Background: an optimization exercise with open tools, aiming at small area, a short achievable clock period and few clock cycles. Do not read the settings as production practice.

==> inputs of job 4782 <==
// chirp_gen
module chirp_gen #(
  parameter int PRECISION = 32,
  parameter int SYM_W     = 12
) (
  input  logic                       clk,
  input  logic                       rst,
  input  logic                       sym_valid,
  output logic                       sym_ready,
  input  logic [SYM_W-1:0]           sym_value,
  input  logic [CHIRP_TYPE_SIZE-1:0] chirp_type,
  input  logic [3:0]                 sf,
  input  logic [PRECISION-1:0]       bw_sr,
  input  logic [PRECISION-1:0]       phase_inc,
  input  logic [PRECISION-1:0]       symbol_size,
  output logic                       out_valid,
  input  logic                       out_ready,
  output logic [PRECISION-1:0]       phase_out,
  output logic [PRECISION-1:0]       freq_out,
  output logic                       sym_done
);
  localparam int P  = PRECISION;
  localparam int MB = P - SYM_W;    
  logic          st_mul;    
  logic          st_sub;    
  logic          st_run;    
  logic          up_r;      
  logic          cin_r;     
  logic [P-1:0]  w_r;       
  logic [P-1:0]  d_r;       
  logic [P-1:0]  cnt_r;     
  logic          shifting;
  logic          m_last;
  logic          cnt_one;
  logic          size_zero;
  logic          req_up;
  logic          beat;
  logic          start;
  logic          mult;
  logic          accept;
  logic [P-1:0]  next_freq;
  logic [P-1:0]  cnt_dec;
  logic [P-1:0]  phase_sum;
  chirp_add #(.W(P)) u_phase (.a(phase_out), .b(freq_out), .ci(1'b0), .s(phase_sum));
  chirp_add #(.W(P)) u_cnt   (.a(cnt_r), .b('1), .ci(1'b0), .s(cnt_dec));
  always_comb begin
    shifting  = (cnt_r[3:0] != 4'd0);
    m_last    = (cnt_r[P-1:MB+1] == '0);
    cnt_one   = (cnt_r == P'(1));
    size_zero = (symbol_size == '0);
    req_up    = (chirp_type == TYPE_UP);
    beat      = st_run && out_ready;
    start     = sym_valid && ((!st_mul && !st_sub && !st_run) || (beat && cnt_one));
  ...
==> module chirp_gen, before the edit <==
module chirp_gen #(
  parameter int PRECISION = 32,
  parameter int SYM_W     = 12
) (
  input  logic                       clk,
  input  logic                       rst,
  input  logic                       sym_valid,
  output logic                       sym_ready,
  input  logic [SYM_W-1:0]           sym_value,
  input  logic [CHIRP_TYPE_SIZE-1:0] chirp_type,
  input  logic [3:0]                 sf,
  input  logic [PRECISION-1:0]       bw_sr,
  input  logic [PRECISION-1:0]       phase_inc,
  input  logic [PRECISION-1:0]       symbol_size,
  output logic                       out_valid,
  input  logic                       out_ready,
  output logic [PRECISION-1:0]       phase_out,
  output logic [PRECISION-1:0]       freq_out,
  output logic                       sym_done
);
  localparam int P  = PRECISION;
  localparam int MB = P - SYM_W;    
  logic          st_mul;    
  logic          st_sub;    
  logic          st_run;    
  logic          up_r;      
  logic          cin_r;     
  logic [P-1:0]  w_r;       
  logic [P-1:0]  d_r;       
  logic [P-1:0]  cnt_r;     
  logic          shifting;
  logic          m_last;
  logic          cnt_one;
  logic          size_zero;
  logic          req_up;
  logic          beat;
  logic          start;
  logic          mult;
  logic          accept;
  logic [P-1:0]  next_freq;
  logic [P-1:0]  cnt_dec;
  logic [P-1:0]  phase_sum;
  chirp_add #(.W(P)) u_phase (.a(phase_out), .b(freq_out), .ci(1'b0), .s(phase_sum));
  chirp_add #(.W(P)) u_cnt   (.a(cnt_r), .b('1), .ci(1'b0), .s(cnt_dec));
  always_comb begin
    shifting  = (cnt_r[3:0] != 4'd0);
    m_last    = (cnt_r[P-1:MB+1] == '0);
    cnt_one   = (cnt_r == P'(1));
    size_zero = (symbol_size == '0);
    req_up    = (chirp_type == TYPE_UP);
    beat      = st_run && out_ready;
    start     = sym_valid && ((!st_mul && !st_sub && !st_run) || (beat && cnt_one));
    mult      = st_mul && !shifting;
    accept    = st_sub && sym_valid;
  end
  chirp_freq_step #(
    .PRECISION (P)
  ) u_freq_step (
    .freq       (freq_out),
    .d          (d_r),
    .w          (w_r),
    .cin        (cin_r),
    .k          (cin_r || up_r),
    .up         (up_r),
    .use_test   (st_run),
    .force_fold (st_mul && cnt_r[MB]),
    .next_freq  (next_freq)
  );
  always_ff @(posedge clk or posedge rst) begin
    if (rst) begin
      st_mul    <= 1'b0;
      st_sub    <= 1'b0;
      st_run    <= 1'b0;
      up_r      <= 1'b0;
      cin_r     <= 1'b0;
      sym_ready <= 1'b0;
      out_valid <= 1'b0;
      sym_done  <= 1'b0;
      phase_out <= '0;
    end else begin
      sym_done <= 1'b0;
      if (beat) begin
        phase_out <= phase_sum;
        if (cnt_one) begin
          out_valid <= 1'b0;
          sym_done  <= 1'b1;
          st_run    <= 1'b0;
        end
      end
      if (start) begin
        up_r      <= 1'b0;
        cin_r     <= !req_up;
        sym_ready <= !req_up;
        st_mul    <= req_up;
        st_sub    <= !req_up;
      end
      if (mult && m_last) begin
        cin_r     <= 1'b1;
        sym_ready <= 1'b1;
        st_mul    <= 1'b0;
        st_sub    <= 1'b1;
      end
      if (accept) begin
        up_r      <= req_up;
        cin_r     <= !req_up;
        sym_ready <= 1'b0;
        st_sub    <= 1'b0;
        if (size_zero) begin
          sym_done  <= 1'b1;
        end else begin
          out_valid <= 1'b1;
          st_run    <= 1'b1;
        end
      end
    end
  end
  logic          s_start, s_beat, s_shift, s_mult, s_acc, s_acc_up;
  logic [P-1:0]  half_in;
  logic [P-1:0]  freq_d, d_d, w_d, cnt_d;
  always_comb begin
    s_start  = start;
    s_beat   = beat && !start;
    s_shift  = st_mul && shifting;
    s_mult   = mult;
    s_acc    = accept;
    s_acc_up = accept && req_up;
    half_in  = {1'b0, bw_sr[P-1:1]};
    freq_d = ({P{s_start && !req_up}} & half_in)
           | ({P{s_beat || s_mult || s_acc}} & next_freq)
           | ({P{!(s_start || s_beat || s_mult || s_acc)}} & freq_out);
    d_d    = ({P{s_start && !req_up}} & ~phase_inc)
           | ({P{s_mult && m_last}} & ~half_in)
           | ({P{s_acc_up}} & phase_inc)
           | ({P{!(s_start || (s_mult && m_last) || s_acc_up)}} & d_r);
    w_d    = ({P{s_start || s_acc_up}} & (bw_sr ^ {P{s_acc_up}}))
           | ({P{s_shift}} & {1'b0, w_r[P-1:1]})
           | ({P{s_mult}} & {w_r[P-2:0], 1'b0})
           | ({P{!(s_start || s_acc_up || s_shift || s_mult)}} & w_r);
    cnt_d  = ({P{s_start}} & {sym_value, {(MB-4){1'b0}}, sf})
           | ({P{s_beat}} & cnt_dec)
           | ({P{s_shift}} & {cnt_r[P-1:4], cnt_dec[3:0]})
           | ({P{s_mult}} & {1'b0, cnt_r[P-1:MB+1], cnt_r[MB-1:0]})
           | ({P{s_acc}} & symbol_size)
           | ({P{!(s_start || s_beat || s_shift || s_mult || s_acc)}} & cnt_r);
  end
  always_ff @(posedge clk) begin
    freq_out <= freq_d;
    d_r      <= d_d;
    w_r      <= w_d;
    cnt_r    <= cnt_d;
  end
endmodule
==> flow/config.mk <==
export PLATFORM = sky130hd
export DESIGN_NAME = chirp_gen
export DESIGN_NICKNAME = chirp_gen
export VERILOG_FILES = /design/flow/design.v
export SDC_FILE = /design/flow/constraint.sdc
export NUM_CORES = 4
export LEC_CHECK = 0
export CAP_MARGIN = 20
export CORE_MARGIN = 2
export CORE_UTILIZATION = 45
export CTS_BUF_LIST = sky130_fd_sc_hd__clkbuf_4 sky130_fd_sc_hd__clkbuf_8
export SETUP_SLACK_MARGIN = 5
export SLEW_MARGIN = 20
==> flow/constraint.sdc <==
create_clock -name core_clock -period 9.0 [get_ports {clk}]
set_input_delay 1.8000 -clock core_clock [delete_from_list [all_inputs] [get_ports {clk}]]
set_output_delay 1.8000 -clock core_clock [all_outputs]
set_load 0.01 [all_outputs]
standard.sh (not shown) runs the stock make flow with config.mk's settings and CLKGATE_MAP_FILE= SYNTH_SCRIPT=/design/flow/synth_recipe.tcl, a recipe that flattens the netlist after the stock synthesis.
==> flow/flow/run.sh <==
#!/bin/bash
# Standard layout, with plain buf_1 cells as the port buffers.
export BUFFER_PORTS_ARGS="-buffer_cell sky130_fd_sc_hd__buf_1"
bash standard.sh > standard.log 2>&1
==> job 4495 (differences from job 4782) <==
--- a/flow/design.v
+++ b/flow/design.v
@@ -92,5 +92,5 @@
 );
   localparam int P  = PRECISION;
-  localparam int MB = P - SYM_W;    
+  localparam int MB = P - SYM_W - 1;   
   logic          st_mul;    
   logic          st_sub;    
@@ -108,5 +108,5 @@
   logic          beat;
   logic          start;
-  logic          mult;
+  logic          horner;
   logic          accept;
   logic [P-1:0]  next_freq;
@@ -117,5 +117,5 @@
   always_comb begin
     shifting  = (cnt_r[3:0] != 4'd0);
-    m_last    = (cnt_r[P-1:MB+1] == '0);
+    m_last    = (cnt_r[P-3:MB] == '0);
     cnt_one   = (cnt_r == P'(1));
     size_zero = (symbol_size == '0);
@@ -123,5 +123,5 @@
     beat      = st_run && out_ready;
     start     = sym_valid && ((!st_mul && !st_sub && !st_run) || (beat && cnt_one));
-    mult      = st_mul && !shifting;
+    horner    = st_mul && !shifting;
     accept    = st_sub && sym_valid;
   end
@@ -136,5 +136,5 @@
     .up         (up_r),
     .use_test   (st_run),
-    .force_fold (st_mul && cnt_r[MB]),
+    .force_fold (st_mul && cnt_r[P-1]),
     .next_freq  (next_freq)
   );
@@ -167,5 +167,5 @@
         st_sub    <= !req_up;
       end
-      if (mult && m_last) begin
+      if (horner && m_last) begin
         cin_r     <= 1'b1;
         sym_ready <= 1'b1;
@@ -187,38 +187,37 @@
     end
   end
-  logic          s_start, s_beat, s_shift, s_mult, s_acc, s_acc_up;
-  logic [P-1:0]  half_in;
-  logic [P-1:0]  freq_d, d_d, w_d, cnt_d;
-  always_comb begin
-    s_start  = start;
-    s_beat   = beat && !start;
-    s_shift  = st_mul && shifting;
-    s_mult   = mult;
-    s_acc    = accept;
-    s_acc_up = accept && req_up;
-    half_in  = {1'b0, bw_sr[P-1:1]};
-    freq_d = ({P{s_start && !req_up}} & half_in)
-           | ({P{s_beat || s_mult || s_acc}} & next_freq)
-           | ({P{!(s_start || s_beat || s_mult || s_acc)}} & freq_out);
-    d_d    = ({P{s_start && !req_up}} & ~phase_inc)
-           | ({P{s_mult && m_last}} & ~half_in)
-           | ({P{s_acc_up}} & phase_inc)
-           | ({P{!(s_start || (s_mult && m_last) || s_acc_up)}} & d_r);
-    w_d    = ({P{s_start || s_acc_up}} & (bw_sr ^ {P{s_acc_up}}))
-           | ({P{s_shift}} & {1'b0, w_r[P-1:1]})
-           | ({P{s_mult}} & {w_r[P-2:0], 1'b0})
-           | ({P{!(s_start || s_acc_up || s_shift || s_mult)}} & w_r);
-    cnt_d  = ({P{s_start}} & {sym_value, {(MB-4){1'b0}}, sf})
-           | ({P{s_beat}} & cnt_dec)
-           | ({P{s_shift}} & {cnt_r[P-1:4], cnt_dec[3:0]})
-           | ({P{s_mult}} & {1'b0, cnt_r[P-1:MB+1], cnt_r[MB-1:0]})
-           | ({P{s_acc}} & symbol_size)
-           | ({P{!(s_start || s_beat || s_shift || s_mult || s_acc)}} & cnt_r);
-  end
   always_ff @(posedge clk) begin
-    freq_out <= freq_d;
-    d_r      <= d_d;
-    w_r      <= w_d;
-    cnt_r    <= cnt_d;
+    if (beat) begin
+      freq_out <= next_freq;
+      cnt_r    <= cnt_dec;
+    end
+    if (start) begin
+      w_r   <= bw_sr;
+      cnt_r <= {sym_value, 1'b1, {(MB-4){1'b0}}, sf};
+      if (req_up) begin
+        freq_out <= '0;
+        d_r      <= '0;
+      end else begin
+        freq_out <= {1'b0, bw_sr[P-1:1]};
+        d_r      <= ~phase_inc;
+      end
+    end
+    if (st_mul) begin
+      if (shifting) begin
+        w_r        <= {1'b0, w_r[P-1:1]};
+        cnt_r[3:0] <= cnt_dec[3:0];
+        if (!cnt_r[P-1] && !m_last) cnt_r[P-1:MB] <= {cnt_r[P-2:MB], 1'b0};
+      end else begin
+        freq_out         <= next_freq;
+        d_r              <= m_last ? ~{1'b0, bw_sr[P-1:1]} : next_freq;
+        cnt_r[P-1:MB]    <= {cnt_r[P-2:MB], 1'b0};
+      end
+    end
+    if (accept) begin
+      freq_out <= next_freq;
+      w_r      <= req_up ? ~bw_sr : bw_sr;
+      d_r      <= req_up ? phase_inc : ~phase_inc;
+      cnt_r    <= symbol_size;
+    end
   end
 endmodule
Settings changed: CORE_UTILIZATION 45 to 50, CTS_BUF_LIST sky130_fd_sc_hd__clkbuf_4 sky130_fd_sc_hd__clkbuf_8 to default.
==> job 9809 (differences from job 4782) <==
--- a/flow/design.v
+++ b/flow/design.v
@@ -92,5 +92,5 @@
 );
   localparam int P  = PRECISION;
-  localparam int MB = P - SYM_W;    
+  localparam int MB = P - SYM_W - 1;   
   logic          st_mul;    
   logic          st_sub;    
@@ -108,5 +108,5 @@
   logic          beat;
   logic          start;
-  logic          mult;
+  logic          horner;
   logic          accept;
   logic [P-1:0]  next_freq;
@@ -117,5 +117,5 @@
   always_comb begin
     shifting  = (cnt_r[3:0] != 4'd0);
-    m_last    = (cnt_r[P-1:MB+1] == '0);
+    m_last    = (cnt_r[P-3:MB] == '0);
     cnt_one   = (cnt_r == P'(1));
     size_zero = (symbol_size == '0);
@@ -123,5 +123,5 @@
     beat      = st_run && out_ready;
     start     = sym_valid && ((!st_mul && !st_sub && !st_run) || (beat && cnt_one));
-    mult      = st_mul && !shifting;
+    horner    = st_mul && !shifting;
     accept    = st_sub && sym_valid;
   end
@@ -136,5 +136,5 @@
     .up         (up_r),
     .use_test   (st_run),
-    .force_fold (st_mul && cnt_r[MB]),
+    .force_fold (st_mul && cnt_r[P-1]),
     .next_freq  (next_freq)
   );
@@ -167,5 +167,5 @@
         st_sub    <= !req_up;
       end
-      if (mult && m_last) begin
+      if (horner && m_last) begin
         cin_r     <= 1'b1;
         sym_ready <= 1'b1;
@@ -187,38 +187,37 @@
     end
   end
-  logic          s_start, s_beat, s_shift, s_mult, s_acc, s_acc_up;
-  logic [P-1:0]  half_in;
-  logic [P-1:0]  freq_d, d_d, w_d, cnt_d;
-  always_comb begin
-    s_start  = start;
-    s_beat   = beat && !start;
-    s_shift  = st_mul && shifting;
-    s_mult   = mult;
-    s_acc    = accept;
-    s_acc_up = accept && req_up;
-    half_in  = {1'b0, bw_sr[P-1:1]};
-    freq_d = ({P{s_start && !req_up}} & half_in)
-           | ({P{s_beat || s_mult || s_acc}} & next_freq)
-           | ({P{!(s_start || s_beat || s_mult || s_acc)}} & freq_out);
-    d_d    = ({P{s_start && !req_up}} & ~phase_inc)
-           | ({P{s_mult && m_last}} & ~half_in)
-           | ({P{s_acc_up}} & phase_inc)
-           | ({P{!(s_start || (s_mult && m_last) || s_acc_up)}} & d_r);
-    w_d    = ({P{s_start || s_acc_up}} & (bw_sr ^ {P{s_acc_up}}))
-           | ({P{s_shift}} & {1'b0, w_r[P-1:1]})
-           | ({P{s_mult}} & {w_r[P-2:0], 1'b0})
-           | ({P{!(s_start || s_acc_up || s_shift || s_mult)}} & w_r);
-    cnt_d  = ({P{s_start}} & {sym_value, {(MB-4){1'b0}}, sf})
-           | ({P{s_beat}} & cnt_dec)
-           | ({P{s_shift}} & {cnt_r[P-1:4], cnt_dec[3:0]})
-           | ({P{s_mult}} & {1'b0, cnt_r[P-1:MB+1], cnt_r[MB-1:0]})
-           | ({P{s_acc}} & symbol_size)
-           | ({P{!(s_start || s_beat || s_shift || s_mult || s_acc)}} & cnt_r);
-  end
   always_ff @(posedge clk) begin
-    freq_out <= freq_d;
-    d_r      <= d_d;
-    w_r      <= w_d;
-    cnt_r    <= cnt_d;
+    if (beat) begin
+      freq_out <= next_freq;
+      cnt_r    <= cnt_dec;
+    end
+    if (start) begin
+      w_r   <= bw_sr;
+      cnt_r <= {sym_value, 1'b1, {(MB-4){1'b0}}, sf};
+      if (req_up) begin
+        freq_out <= '0;
+        d_r      <= '0;
+      end else begin
+        freq_out <= {1'b0, bw_sr[P-1:1]};
+        d_r      <= ~phase_inc;
+      end
+    end
+    if (st_mul) begin
+      if (shifting) begin
+        w_r        <= {1'b0, w_r[P-1:1]};
+        cnt_r[3:0] <= cnt_dec[3:0];
+        if (!cnt_r[P-1] && !m_last) cnt_r[P-1:MB] <= {cnt_r[P-2:MB], 1'b0};
+      end else begin
+        freq_out         <= next_freq;
+        d_r              <= m_last ? ~{1'b0, bw_sr[P-1:1]} : next_freq;
+        cnt_r[P-1:MB]    <= {cnt_r[P-2:MB], 1'b0};
+      end
+    end
+    if (accept) begin
+      freq_out <= next_freq;
+      w_r      <= req_up ? ~bw_sr : bw_sr;
+      d_r      <= req_up ? phase_inc : ~phase_inc;
+      cnt_r    <= symbol_size;
+    end
   end
 endmodule
==> flow/flow/run.sh (replaced) <==
#!/bin/bash
# Standard layout, with plain buf_1 cells as the port buffers and timing
# repair aiming 6 ns below the clock period.
export BUFFER_PORTS_ARGS="-buffer_cell sky130_fd_sc_hd__buf_1"
bash standard.sh SETUP_SLACK_MARGIN=6 finish > standard.log 2>&1
Settings changed: CORE_UTILIZATION 45 to 50, CTS_BUF_LIST sky130_fd_sc_hd__clkbuf_4 sky130_fd_sc_hd__clkbuf_8 to default.
==> comparison table <==
| item | job 4782 | job 9809 | job 4495 |
|---|---|---|---|
| Maximum clock frequency | 0.258 GHz | 0.268 GHz | 0.253 GHz |
| Post-detailed-routing wire length | 45.4 mm | 60.7 mm | 48.8 mm |
| # resized after CTS | 6 | 309 | 26 |
| Non-clock inverter count | 106 | 135 | 134 |
| Detail Placement HPWL | 33.4 mm | 34.5 mm | 33.8 mm |
| Core Util, Final | 51.2% | 68.2% | 56.9% |
| Number of buffer and inverter stages on the critical path | 2 | 5 | 3 |
| Hold worst-path end | phase_out[31] | phase_out[6] | phase_out[1] |
| Placed cell count | 2261 | 2309 | 2313 |
| Area share of the leading cell type in the synthesized netlist | 17.9% | 15.5% | 15.5% |
| Met3 Wirelength | 2.70 mm | 5.28 mm | 3.24 mm |
| Die area | 33300 um^2 | 32200 um^2 | 32200 um^2 |
| Area fraction in compound gates after synthesis | 23.3% | 22.3% | 22.3% |
| CP peak stage delay | 0.50 ns | 0.42 ns | 0.55 ns |
| Sequential cell area fraction in the yosys report | 24.7% | 24.0% | 24.0% |
| Chip width | 182 um | 179 um | 179 um |
| Multi-input gate share of the layout cell area | 63.6% | 61.1% | 63.9% |
| Number of core rows | 65 | 64 | 64 |
| Starting density of the core | 45.5% | 50.6% | 50.6% |
| Status | finished clean | finished clean | finished clean |
| Most common cell after layout, fill and taps aside | nand2_1 | - | nand2_1 |
| Depth of the worst register-to-register path | 14 | 17 | 15 |
| Number of stages on the worst setup path | 14 | 17 | 15 |
Function was not checked in any run of this note: the RTL went through the layout flow alone.

## static timing again, ports no longer ideal
The flow's constraints put no driver on any port. The routed layouts listed below were extracted and timed again, unchanged, in two steps.
Step 1 assumes that a clkbuf_16 drives the clock port and a buf_2 every other input.
Step 2 also shifts input and output timing later by t, the mid clock arrival at the registers, as if the neighbouring blocks saw the same clock.
Slacks: ideal ports / drivers / drivers and shift; pairs: ideal ports / drivers.
run	t, ns	setup WS [ns]	hold slack, ns	worst setup path after step 2	worst slew at a driven data input, ns
job 4782	0.544	5.129 / 5.129 / 4.634	0.475 / 0.475 / 0.475	input to register	0.07
job 4495	0.506	5.044 / 5.044 / 4.847	0.511 / 0.511 / 0.511	input to register	0.06
job 9809	0.514	5.266 / 5.266 / 4.916	0.513 / 0.513 / 0.513	input to register	0.05
After both steps setup and hold are still met in every run listed. The setup slack of job 4782, which loses most, moves by 0.000 ns with the drivers and by -0.495 ns with both steps.
